Source: an optimization exercise on an open RTL-to-GDS flow (aim: small area). Production flows keep margins and buffers that such runs may drop. In this exercise RTL edits were held to simulation tests only and were not proved equivalent to the original. Power and IR drop assume default switching activity.

## north
// clkdiv_bank16
module clkdiv_bank16 (
  input  logic        clk,
  input  logic        rst,
  input  logic [15:0] enable,
  input  logic        sync,
  input  logic        cfg_valid,
  output logic        cfg_ready,
  input  logic [3:0]  cfg_chan,
  input  logic [15:0] cfg_div,
  input  logic [15:0] cfg_high,
  output logic [15:0] divided_clk,
  output logic [15:0] divided_pulse
);
Size: roughly 2,700 cells after synthesis.
clock: 6.5 ns
lec_check: 0
cap_margin: 20
core_margin: 2
core_utilization: 65
slew_margin: 20
standard.sh (not shown) runs the stock make flow with config.mk's settings and CLKGATE_MAP_FILE= SYNTH_SCRIPT=/design/flow/synth_recipe.tcl, a recipe that flattens the netlist after the stock synthesis.
==> flow/flow/run.sh <==
#!/bin/bash
# Standard ORFS layout (the standard.sh, standard synthesis unchanged),
# with these changes:
#  - after the standard synthesis, its combinational logic is re-mapped
#    for area by ABC (flow/remap.tcl); every flip-flop instance keeps its
#    name and cell type. The standard netlist is kept as std_1_2_yosys.v.
#  - port buffers use buf_1 instead of the default delay cell;
#  - CTS clusters up to 18 flip-flops per clkbuf_8 leaf buffer and inserts
#    no dummy loads.
# Each tool's output goes to a log here (make_*.log, remap.log); ORFS
# keeps each step's log under orfs/logs/.
set -euo pipefail
CTS="-sink_clustering_enable -repair_clock_nets -dont_use_dummy_load -sink_clustering_size 18 -sink_clustering_max_diameter 70 -buf_list sky130_fd_sc_hd__clkbuf_8"
ARGS=("CTS_ARGS=$CTS" "BUFFER_PORTS_ARGS=-buffer_cell sky130_fd_sc_hd__buf_1")

bash standard.sh "${ARGS[@]}" synth > make_synth.log 2>&1

R=orfs/results/$FLOW_PLATFORM/clkdiv_bank16/base
cp "$R/1_2_yosys.v" std_1_2_yosys.v
REMAP_LIB="$FLOW_HOME/platforms/$FLOW_PLATFORM/lib/sky130_fd_sc_hd__tt_025C_1v80.lib" \
REMAP_IN=std_1_2_yosys.v REMAP_OUT=remap_1_2_yosys.v \
REMAP_SCRIPT="strash;&get,-n;&deepsyn,-T,60;&put;dch,-f;map,-a;amap;strash;&get,-n;&deepsyn,-T,30;&put;dch,-f;map,-a;amap" \
REMAP_TOP="$FLOW_TOP" REMAP_STAT0=remap_stat_before.txt REMAP_STAT1=remap_stat_after.txt \
  yosys -c flow/remap.tcl > remap.log 2>&1
cp remap_1_2_yosys.v "$R/1_2_yosys.v"
rm -f "$R/1_synth.odb"

bash standard.sh "${ARGS[@]}" finish > make_finish.log 2>&1
==> flow/flow/remap.tcl <==
# Re-map the combinational logic of a mapped netlist for area; the
# flip-flop instances (names and cell types) are kept as they are.
yosys -import
set lib $::env(REMAP_LIB)
set in  $::env(REMAP_IN)
set out $::env(REMAP_OUT)
set scr $::env(REMAP_SCRIPT)
read_liberty -ignore_miss_func $lib
blackbox sky130_fd_sc_hd__df* sky130_fd_sc_hd__edf* sky130_fd_sc_hd__sdf* sky130_fd_sc_hd__dl* sky130_fd_sc_hd__sedf*
read_verilog $in
hierarchy -top $::env(REMAP_TOP)
tee -o $::env(REMAP_STAT0) stat -liberty $lib
flatten -noscopeinfo
opt_clean
abc -script +$scr -liberty $lib -dont_use *lpflow* -dont_use *probe*
setundef -zero
splitnets
opt_clean -purge
hilomap -singleton -hicell sky130_fd_sc_hd__conb_1 HI -locell sky130_fd_sc_hd__conb_1 LO
insbuf -buf sky130_fd_sc_hd__buf_4 A X
opt_clean -purge
tee -o $::env(REMAP_STAT1) stat -liberty $lib

write_verilog -noattr -nohex -nodec $out
No stage failed in north, and the final checks on the layout all came back clean.
Input-level comparison between south and north:
--- a/flow/flow/run.sh
+++ b/flow/flow/run.sh
@@ -21,3 +21,3 @@
 REMAP_IN=std_1_2_yosys.v REMAP_OUT=remap_1_2_yosys.v \
-REMAP_SCRIPT="strash;&get,-n;&deepsyn,-T,60;&put;dch,-f;map,-a;amap;strash;&get,-n;&deepsyn,-T,30;&put;dch,-f;map,-a;amap" \
+REMAP_SCRIPT="strash;&get,-n;&deepsyn,-T,60;&put;dch,-f;map,-a;amap" \
 REMAP_TOP="$FLOW_TOP" REMAP_STAT0=remap_stat_before.txt REMAP_STAT1=remap_stat_after.txt \
Results
Every run (south and north) finished clean. north and south ended up with roughly the same die outline area. The run with more setup slack is south; north has less. | fmax | south vs north | 3.7% higher |. Arrival time of the worst setup path delta for south relative to north: 270 ps lower. More vias were needed by north than by south. In the metrics for south and north, the one carrying the higher iteration count of the initial detailed-routing pass is north. Delta (south minus north): flip-flop and latch count held steady, worst-skew pair later-pin latency shrank by 20 ps, layout-stage area growth over the synthesis result shrank by 0.29 points. Final period utilization was lower in the run labelled south.
Changes in east relative to south:
--- a/flow/flow/run.sh
+++ b/flow/flow/run.sh
@@ -7,3 +7,3 @@
 #  - port buffers use buf_1 instead of the default delay cell;
-#  - CTS clusters up to 18 flip-flops per clkbuf_8 leaf buffer and inserts
+#  - CTS clusters up to 16 flip-flops per clkbuf_8 leaf buffer and inserts
 #    no dummy loads.
@@ -12,3 +12,3 @@
 set -euo pipefail
-CTS="-sink_clustering_enable -repair_clock_nets -dont_use_dummy_load -sink_clustering_size 18 -sink_clustering_max_diameter 70 -buf_list sky130_fd_sc_hd__clkbuf_8"
+CTS="-sink_clustering_enable -repair_clock_nets -dont_use_dummy_load -sink_clustering_size 16 -sink_clustering_max_diameter 70 -buf_list sky130_fd_sc_hd__clkbuf_8"
 ARGS=("CTS_ARGS=$CTS" "BUFFER_PORTS_ARGS=-buffer_cell sky130_fd_sc_hd__buf_1")
[summary]
- south and east ended up with nearly the same count of nets after finishing.
- Row register share of the cell area: east lower / south higher
- Measured against each other, south and east differ in time the worst path needs with I/O delays and setup, the lower figure coming from east.
- Summary of east over south: total power consumption of the routed design shows an increase of 120 µW, length of the first detailed-routing pass in iterations rose 3, final non-filler cell area neither gained nor lost much, setup slack picked up an extra 22 ps.
- east: post-route worst hold slack higher than south
- east reports its beginning of the critical path as cfg_div[9] while south reports cfg_div[11].
- east — data arrival at the endpoint of the critical path 60 ps higher, south as reference
- Re count of clock-net buffers in the final layout: east is about 10% up on south.

re-timing with driven ports:
No port has a modelled driver above. Below, the same layouts with a new extraction and two added sets of constraints. Step 1 (the two cells are an assumption about what drives the block):
set clk [get_ports {clk}]
set_driving_cell -lib_cell sky130_fd_sc_hd__clkbuf_16 $clk
set_driving_cell -lib_cell sky130_fd_sc_hd__buf_2 [delete_from_list [all_inputs] $clk]
Step 2, shift: input delay + t, output delay - t, t = (earliest + latest rising clock arrival at the registers) / 2. This alone moves slack from input paths to output paths. Three values: no drivers, after step 1, after step 2; two values: the first two.
run | t, ns | setup WS [ns] | hold WS [ns] | cell pins on the clock port's net
north | 0.718 | 0.584 / 0.618 / -0.100 | 0.384 / 0.384 / 0.384 | 1
south | 0.713 | 0.793 / 0.834 / 0.121 | 0.359 / 0.359 / 0.359 | 1
east | 0.708 | 0.815 / 0.854 / 0.146 | 0.377 / 0.377 / 0.377 | 1
With both steps, setup timing fails in north, where it was met with ideal ports. The setup slack of north, which loses most, moves by +0.034 ns with the drivers and by -0.684 ns with both steps.
